Background: an optimization exercise with open tools, aiming at small area, a short achievable clock period and few clock cycles per item. Do not read the settings as production practice.
For this run, only the layout was checked, not whether the RTL still works.
Power and IR drop assume default switching activity.

### flow/design.v
package bgm_pkg;
    localparam int BUTTONS_DEF = 4;
    localparam int ENTRIES_DEF = 8;
    localparam int PIN_W    = 4;
    localparam int MODES_W  = 8;
    localparam int IDX_W    = 3;
    localparam int TIME_W   = 32;
    localparam int MS_W     = 16;
    localparam int COUNT_W  = 4;
    localparam int TABLE_W  = 64;
    localparam int CFG_W    = 64;
    localparam int CFG_IDX_W = 2;
    localparam logic [CFG_IDX_W-1:0] REG_DEBOUNCE = 2'd0;
    localparam logic [CFG_IDX_W-1:0] REG_LONG_MS  = 2'd1;
    localparam logic [CFG_IDX_W-1:0] REG_COUNT    = 2'd2;
    localparam logic [CFG_IDX_W-1:0] REG_TABLE    = 2'd3;
    localparam logic [MS_W-1:0]    DEBOUNCE_RST = 16'd50;
    localparam logic [MS_W-1:0]    LONG_MS_RST  = 16'd700;
    localparam logic [COUNT_W-1:0] COUNT_RST    = 4'd0;
    localparam logic [TABLE_W-1:0] TABLE_RST    = 64'd0;
    localparam logic [1:0] MODE_RELEASED = 2'd0;
    localparam logic [1:0] MODE_HELD     = 2'd1;
    localparam logic [1:0] MODE_RISING   = 2'd2;
    localparam logic [1:0] MODE_FALLING  = 2'd3;
    localparam logic [1:0] CODE_IGNORE     = 2'd0;
    localparam logic [1:0] CODE_CLICK      = 2'd1;
    localparam logic [1:0] CODE_HOLD_CLICK = 2'd2;
    localparam logic [1:0] CODE_HOLD       = 2'd3;
    typedef struct packed {
        logic [TIME_W-1:0] now_ms;
        logic [PIN_W-1:0]  pin_levels;
    } t_in_item;
    typedef struct packed {
        logic [MODES_W-1:0] button_modes;
        logic               matched;
        logic [IDX_W-1:0]   match_index;
    } t_out_item;
    typedef struct packed {
        logic [1:0] mode;
        logic       long_press;
    } t_lane_out;
endpackage
module bgm_lane (
    input  logic                        i_clk,
    input  logic                        i_step,       
    input  logic                        i_rising,     
    input  logic [bgm_pkg::TIME_W-1:0]  i_now,
    input  logic [bgm_pkg::MS_W-1:0]    i_long_ms,
    input  logic                        i_long_zero,  
    output logic                        o_long
);
    logic [bgm_pkg::TIME_W-1:0] r_stamp;
    logic [bgm_pkg::TIME_W-1:0] w_ptime;
    assign w_ptime = i_now - r_stamp;
    assign o_long = i_long_zero ||
                    (!i_rising && (r_stamp != '0) &&
                     (w_ptime >= {{(bgm_pkg::TIME_W-bgm_pkg::MS_W){1'b0}}, i_long_ms}));
    always_ff @(posedge i_clk) begin
        if (i_step && i_rising) r_stamp <= i_now;
    end
endmodule
module bgm_merge (
    input  logic [3:0]                     i_fall,     
    input  logic [3:0]                     i_held,     
    input  logic [3:0]                     i_long,
    input  logic [bgm_pkg::TABLE_W-1:0]    i_table,
    input  logic [7:0]                     i_scan,     
    output logic                           o_matched,
    output logic [bgm_pkg::IDX_W-1:0]      o_index
);
    logic [7:0] w_hit;
    for (genvar e = 0; e < 8; e++) begin : g_entry
        logic [3:0] w_btn_hit;
        for (genvar b = 0; b < 4; b++) begin : g_btn
            logic [1:0] w_code;
            assign w_code = i_table[8*e + 2*b +: 2];
            always_comb begin
                case (w_code)
                    bgm_pkg::CODE_CLICK:      w_btn_hit[b] = i_fall[b] && !i_long[b];
                    bgm_pkg::CODE_HOLD_CLICK: w_btn_hit[b] = i_fall[b] &&  i_long[b];
                    bgm_pkg::CODE_HOLD:       w_btn_hit[b] = i_held[b] &&  i_long[b];
                    default:                  w_btn_hit[b] = 1'b0;
                endcase
            end
        end
        assign w_hit[e] = (|w_btn_hit) && i_scan[e];
    end
    assign o_matched = |w_hit;
    always_comb begin
        o_index = '0;
        for (int e = 7; e >= 0; e--) begin
            if (w_hit[e]) o_index = bgm_pkg::IDX_W'(e);
        end
    end
endmodule
module button_gesture_matcher (
    input  logic                            i_clk,
    input  logic                            i_rst_n,
    input  logic                            i_in_valid,
    output logic                            o_in_stall,
    input  logic [35:0]                     i_in_item,
    output logic                            o_out_valid,
    input  logic                            i_out_stall,
    output logic [11:0]                     o_out_item,
    input  logic                            i_cfg_we,
    input  logic [bgm_pkg::CFG_IDX_W-1:0]   i_cfg_index,
    input  logic [bgm_pkg::CFG_W-1:0]       i_cfg_data
);
    logic [bgm_pkg::MS_W-1:0]    r_debounce;
    logic [bgm_pkg::MS_W-1:0]    r_long_ms;
    logic [bgm_pkg::COUNT_W-1:0] r_count;
    logic [bgm_pkg::TABLE_W-1:0] r_table;
    logic                        r_table_set;
    logic [bgm_pkg::TIME_W-1:0]  r_sample_time;
    logic [3:0]                  r_sampled;
    logic [3:0]                  r_prev;
    logic [3:0]                  r_long;
    logic                        r_s_valid;
    logic [11:0]                 r_head;
    logic [11:0]                 r_tail;
    logic                        r_head_valid;
    logic                        r_tail_valid;
    logic [bgm_pkg::TIME_W-1:0]  w_now;
    logic [3:0]                  w_pins;
    logic                        w_accept;
    logic                        w_take;
    logic                        w_push;
    logic                        w_resample;
    logic [3:0]                  w_sampled;
    logic [3:0]                  w_rising;
    logic [3:0]                  w_long;
    logic                        w_long_zero;
    logic [7:0]                  w_scan;
    logic [7:0]                  w_modes;
    logic                        w_matched;
    logic [bgm_pkg::IDX_W-1:0]   w_index;
    logic [11:0]                 w_result;
    assign w_now  = i_in_item[35:4];
    assign w_pins = i_in_item[3:0];
    assign o_in_stall  = r_s_valid && r_head_valid && r_tail_valid;
    assign w_accept    = i_in_valid && !o_in_stall;
    assign w_take      = r_head_valid && !i_out_stall;
    assign w_push      = r_s_valid && (!r_tail_valid || w_take);
    assign o_out_valid = r_head_valid;
    assign o_out_item  = r_head;
    assign w_resample  = (w_now - r_sample_time) >
                         {{(bgm_pkg::TIME_W-bgm_pkg::MS_W){1'b0}}, r_debounce};
    assign w_sampled   = w_resample ? w_pins : r_sampled;
    assign w_rising    = r_sampled & ~r_prev;
    assign w_long_zero = (r_long_ms == '0);
    for (genvar b = 0; b < 4; b++) begin : g_lane
        bgm_lane u_lane (
            .i_clk       (i_clk),
            .i_step      (w_accept),
            .i_rising    (w_rising[b]),
            .i_now       (w_now),
            .i_long_ms   (r_long_ms),
            .i_long_zero (w_long_zero),
            .o_long      (w_long[b])
        );
    end
    always_ff @(posedge i_clk) begin
        if (!i_rst_n) begin
            r_sample_time <= '0;
            r_sampled     <= '0;
            r_prev        <= '0;
        end else if (w_accept) begin
            if (w_resample) r_sample_time <= w_now;
            r_sampled <= w_sampled;
            r_prev    <= r_sampled;
        end
    end
    always_ff @(posedge i_clk) begin
        if (w_accept) r_long <= w_long;
    end
    always_ff @(posedge i_clk) begin
        if (!i_rst_n) r_s_valid <= 1'b0;
        else          r_s_valid <= w_accept || (r_s_valid && !w_push);
    end
    for (genvar e = 0; e < 8; e++) begin : g_scan
        assign w_scan[e] = r_table_set &&
                           (r_count[3] || (bgm_pkg::COUNT_W'(e) < r_count));
    end
    for (genvar b = 0; b < 4; b++) begin : g_mode
        assign w_modes[2*b +: 2] = {r_sampled[b] ^ r_prev[b], r_prev[b]};
    end
    bgm_merge u_merge (
        .i_fall    (r_prev & ~r_sampled),
        .i_held    (r_prev &  r_sampled),
        .i_long    (r_long),
        .i_table   (r_table),
        .i_scan    (w_scan),
        .o_matched (w_matched),
        .o_index   (w_index)
    );
    assign w_result = {w_modes, w_matched, w_index};
    logic w_head_free;
    assign w_head_free = !r_head_valid || (w_take && !r_tail_valid);
    always_ff @(posedge i_clk) begin
        if (!i_rst_n) begin
            r_head_valid <= 1'b0;
            r_tail_valid <= 1'b0;
        end else begin
            r_head_valid <= w_push || !w_head_free;
            if (w_take && r_tail_valid) r_tail_valid <= w_push;
            else if (w_head_free)      r_tail_valid <= 1'b0;
            else if (w_push)           r_tail_valid <= 1'b1;
        end
    end
    always_ff @(posedge i_clk) begin
        if (w_take && r_tail_valid) r_head <= r_tail;
        else if (w_head_free && w_push) r_head <= w_result;
        if (w_push && !w_head_free) r_tail <= w_result;
    end
    always_ff @(posedge i_clk) begin
        if (!i_rst_n) begin
            r_debounce  <= bgm_pkg::DEBOUNCE_RST;
            r_long_ms   <= bgm_pkg::LONG_MS_RST;
            r_count     <= bgm_pkg::COUNT_RST;
            r_table_set <= 1'b0;
        end else if (i_cfg_we) begin
            case (i_cfg_index)
                bgm_pkg::REG_DEBOUNCE: r_debounce  <= i_cfg_data[bgm_pkg::MS_W-1:0];
                bgm_pkg::REG_LONG_MS:  r_long_ms   <= i_cfg_data[bgm_pkg::MS_W-1:0];
                bgm_pkg::REG_COUNT:    r_count     <= i_cfg_data[bgm_pkg::COUNT_W-1:0];
                default:               r_table_set <= 1'b1;
            endcase
        end
    end
    always_ff @(posedge i_clk) begin
        if (i_cfg_we && i_cfg_index == bgm_pkg::REG_TABLE) r_table <= i_cfg_data;
    end
endmodule
### flow/run.sh
#!/bin/bash
# synth_recipe.tcl (not shown) runs the flow's synth.tcl, then flattens the netlist and writes it again
# the make line also repeats each setting of config.mk as NAME=value (left out here)
make -C /OpenROAD-flow-scripts/flow DESIGN_CONFIG=/design/flow/config.mk WORK_HOME=/design/flow/orfs CLKGATE_MAP_FILE= SYNTH_SCRIPT=/design/flow/synth_recipe.tcl finish
### flow/config.mk
export PLATFORM = sky130hd
export DESIGN_NAME = button_gesture_matcher
export DESIGN_NICKNAME = button_gesture_matcher
export VERILOG_FILES = /design/flow/design.v
export SDC_FILE = /design/flow/constraint.sdc
export NUM_CORES = 4
export LEC_CHECK = 0
export CAP_MARGIN = 20
export CORE_MARGIN = 2
export CORE_UTILIZATION = 40
export SLEW_MARGIN = 20
### flow/constraint.sdc
create_clock -name core_clock -period 5.7 [get_ports {i_clk}]
set_input_delay 1.1400 -clock core_clock [delete_from_list [all_inputs] [get_ports {i_clk}]]
set_output_delay 1.1400 -clock core_clock [all_outputs]
set_load 0.01 [all_outputs]
==> impl_results.md <==
- Root Driver: clkbuf_16
- Crit Path Category: primary input to flop
- Unrepaired setup endpoints after global routing: false
- Input/output buffers: 120
- Register Area: 0.00821 mm^2
- Final Skew: 33.9 ps
- Top cells by area, synth: edfxtp_1 30%, ha_1 14%, dfxtp_1 7.2%, nand2_1 5.1%, a21oi_1 4.4%
- CTS max path bufs: 3
- GR peak layer: met2
- Worst-Skew Late Latency: 590 ps
- Tmin final: 5440 ps
- Largest net degree at the start of global routing: 83
- WL per Instance: 20.3 um
- Final Hold Viols: 0
- CP max-delay cell: or4_4
- Final wirelength: 73600 um
- Max-cap viol count: 0
- Top delay family on crit path: compound AO/OA/AOI/OAI gates
- Worst setup SP type: primary input
- Critical Path RT: 6140 ps
- CP max FO: 18
- Die width: 241 um
- VDD IR-drop max: 0.233 mV
- Syn_area_per_cell: 8.96 um^2
- Status: no timing/DRC/antenna violations
- Slew margin rel.: 33.6%
- Critical Path End Type: flop
- Setup ws final: 258 ps
- CTS tree: built
- Placed Area: 0.0262 mm^2
- Htree depth: 2
- Drt first-iter violations: 1663
- Slowest stage delay, CP: 520 ps
- Detail Placement HPWL: 57200 um
- Sequential area share after synthesis: 36.7%
- First-pass GRT wire length: 112000 um
- Cts bufs inserted: 37
- Via density: 5.61
- Die height: 241 um
- Design area: 0.0276 mm^2
- Biggest area consumer among synthesized cells: edfxtp_1
- Clk pin slew, worst setup/hold paths: 50 ps
- GRT met3 Usage: 4.21%
- Grt ovf: 0
- Area growth from synthesis to layout: 23.5%
- Syn Nets: 2858
- Cells after Synth: 2499
- CP most frequent cell: buf_4
- DRC: 0
- Post-synth top area share: 29.5%
- Synth Register Bits: 300
- Placed Instances: 3544
- Pre-CTS setup slack: -718 ps
- Initial core utilization: 40.5%
- Met2 usage: 41.2%
- RePlAce Congestion: 0.947
- Initial antenna violation count: 4
- EDFF count, synth: 220
- Main flop type after synthesis: edfxtp_1
- Sink Count: 300
- Leak pwr: 11.8 nW
- Met1 Use GR: 34.1%
- Layout Cells excl Fill: 3616
- Async SR Flop Fraction: 0%
- P per Cell Area: 238 mW/mm^2
- I/O pin count: 121
- Area of the multi-input gates: 0.0131 mm^2
- Achievable Freq: 0.184 GHz
- Synth Warn #: 3
- Worst path cell trace: clkdlybuf4s50_1, buf_4, fa_1, a21o_1, a221oi_1, buf_4, o31ai_1, o21ai_0, nand2b_1, a21oi_1, xnor2_1, ha_1, nand4_1, or4_4, a221o_1, a221oi_1, nand4_1, nor4_2, buf_4, a31oi_4, buf_12, mux2i_1
- WP buf/inv: 5
- Number of distinct library cells after synthesis: 83
- Total power: 6.58 mW
- Worst Tran Pin Value: 996 ps
- Synthesized area: 0.0224 mm^2
- Vias in the first global route: 19700
- CP arrival: 5880 ps
- Final setup viols: 0
- Pre-antenna DRT Iters: 5
- Fillers: 5146
- Site Rows: 86
- GRT Total Usage: 25.5%
- Die area: 0.0579 mm^2
- Vias: 20300
- Setup TNS: 0 ps
- Hold WC Path Type: flop to flop
- ANT nets after route: 0
- Core area: 0.0552 mm^2
- Period utilisation layout: 95.5%
- Slew Limit Fails: 0
- Final net count: 3196
- Proportion of layout cells with a drive suffix above 1: 13.4%
cell usage after synthesis, drive strengths merged, types with 9 or more instances:
| cell | count |
|---|---|
| a2111oi | 9 |
| a211o | 10 |
| a211oi | 20 |
| a21o | 83 |
| a21oi | 195 |
| a221oi | 9 |
| a31oi | 21 |
| and2 | 19 |
| and3 | 30 |
| buf | 11 |
| clkbuf | 64 |
| dfxtp | 80 |
| edfxtp | 220 |
| ha | 247 |
| inv | 241 |
| mux2 | 13 |
| mux2i | 50 |
| nand2 | 303 |
| nand2b | 29 |
| nand3 | 73 |
| nand4 | 45 |
| nor2 | 154 |
| nor2b | 22 |
| nor3 | 31 |
| nor4 | 44 |
| o2111ai | 12 |
| o211ai | 26 |
| o21a | 26 |
| o21ai | 123 |
| o21bai | 20 |
| o31ai | 12 |
| xnor2 | 67 |
| xor2 | 38 |
stage by stage:
stage | hold slack [ps] | util (%)
floorplan | 435 | -
global placement | 443 | 47.5
detailed placement | 451 | 47.5
CTS | 458 | 49.8
global route | 479 | 50.1
finish | 460 | 50.1
cells by family (layout without fill, tap and decap cells):
logic type | count (synthesis) | count (layout) | share of synthesized area, %
simple gates | 802 | 802 | 17.1
compound gates | 660 | 660 | 19.5
buf+inv | 317 | 684 | 5.46
flops | 300 | 300 | 36.7
fa+ha+maj | 252 | 252 | 14.3
xor+xnor | 105 | 105 | 4.11
mux | 63 | 63 | 2.89
other cells | 0 | 2 | 0
where the power goes:
group | switching [mW] | leakage (nW) | internal, mW
registers | 0.0610 | 2.67 | 2.43
clock network | 1.05 | 0.626 | 1.38
logic | 0.907 | 8.47 | 0.752
total | 2.01 | 11.8 | 4.56
repair_timing:
item,CTS,global route
pin swaps,0,8
buffers inserted,1,0
setup endpoints to repair,36,40
hold endpoints to repair,0,0
hold buffers,0,0
resized for setup,3,30
flip-flops by register name, indices dropped and copies added, names as in the netlist, 4 cells and up:
name,count
g_lane.u_lane.r_stamp,128
r_table,64
r_sample_time,32
r_debounce,16
r_long_ms,16
r_head,12
r_tail,12
r_count,4
r_long,4
r_prev,4
r_sampled,4
layer usage:
layer / routed length (um) / vias to the layer above
met5: 0 / -
met4: 2760 / 0
met3: 4880 / 124
met2: 33100 / 645
met1: 32800 / 9707
li1: - / 9809
worst register-to-register path, cell delays in order, from the launching register on:
cell and delay, ps:
dfxtp_1 340, ha_1 170, inv_1 50, fa_1 390, a21o_1 190, a221oi_1 270, buf_4 170, o31ai_1 80
o21ai_0 180, nand2b_1 70, a21oi_1 170, xnor2_1 80, ha_1 270, nand4_1 100, or4_4 520, a221o_1 350
a221oi_1 220, nand4_1 140, nor4_2 190, buf_4 170, a31oi_4 110, buf_12 210, mux2i_1 140
worst paths after layout:
kind              slack (ps)              start  cells past startpoint                end
hold / removal           460  r_sample_time[30]                      2  r_sample_time[30]
setup reg to reg         950   r_sample_time[0]                     22  r_sample_time[21]
hold reg to reg          460  r_sample_time[30]                      2  r_sample_time[30]
setup / recovery         260       i_in_item[5]                     22  r_sample_time[21]
area by class of cell:
class | count | share of cell area [%]
tap | 748 | 3.38
antenna | 2 | 0.0181
clock buffer | 47 | 3.90
clock inverter | 21 | 0.710
sequential | 300 | 29.7
multi-input combinational | 1882 | 47.3
timing repair buffer | 374 | 11.7
inverter | 242 | 3.29
layout by cell type (no fill, tap or decap), types with 8 or more instances in the layout:
cell type        Yosys  routed
nor2_1             154     153
or3_1                8       8
buf_4                0     244
o2111ai_1           12      10
mux2_2              13      13
o211ai_1            26      26
and3_1              30      29
a211o_1             10      10
dfxtp_1             80      80
o21ai_0            120     116
xnor2_1             67      67
inv_1              241     239
nor2b_1             22      20
nand2b_1            29      29
o21a_1              26      26
ha_1               247     246
buf_12               0       9
nand4_1             45      45
nand2_1            303     303
a21oi_1            195     189
o31ai_1             12      12
a31oi_1             21      19
edfxtp_1           220     220
nor3_1              30      30
clkbuf_16            0      40
nand3_1             73      73
mux2i_1             50      50
o21bai_1            20      20
xor2_1              38      38
a21o_1              83      83
a221oi_1             9       9
a211oi_1            19      17
and2_1              19      19
nor4_1              44      42
clkdlybuf4s50_1      0     117

-- separate check: timing with driven ports --
In the flow no input, the clock included, has a driving cell. The finished layout below was timed again as built, in two steps. Step 1 sets driving cells, clkbuf_16 on the clock port and buf_2 on the other inputs (assumed; they add their load-dependent delay and slew). Step 2 times the ports against the registers' clock, not the clock port: input delays grow and output delays shrink by t, the midpoint of the rising clock arrivals with the driver on. a / b / c = ideal ports / drivers / drivers and shift; a / b = the first two.
t (ns): 0.630
setup WS [ns]: 0.258 / 0.230 / -0.400
worst hold slack (ns): 0.460 / 0.460 / 0.460
latest minus earliest clock arrival (ns): 0.040 / 0.040
worst register clock-pin slew, ns: 0.07 / 0.07
Met with ideal ports but missed after step 2: setup timing in this run. For this run, drivers alone change the setup slack by -0.028 ns; drivers and shift together by -0.658 ns.
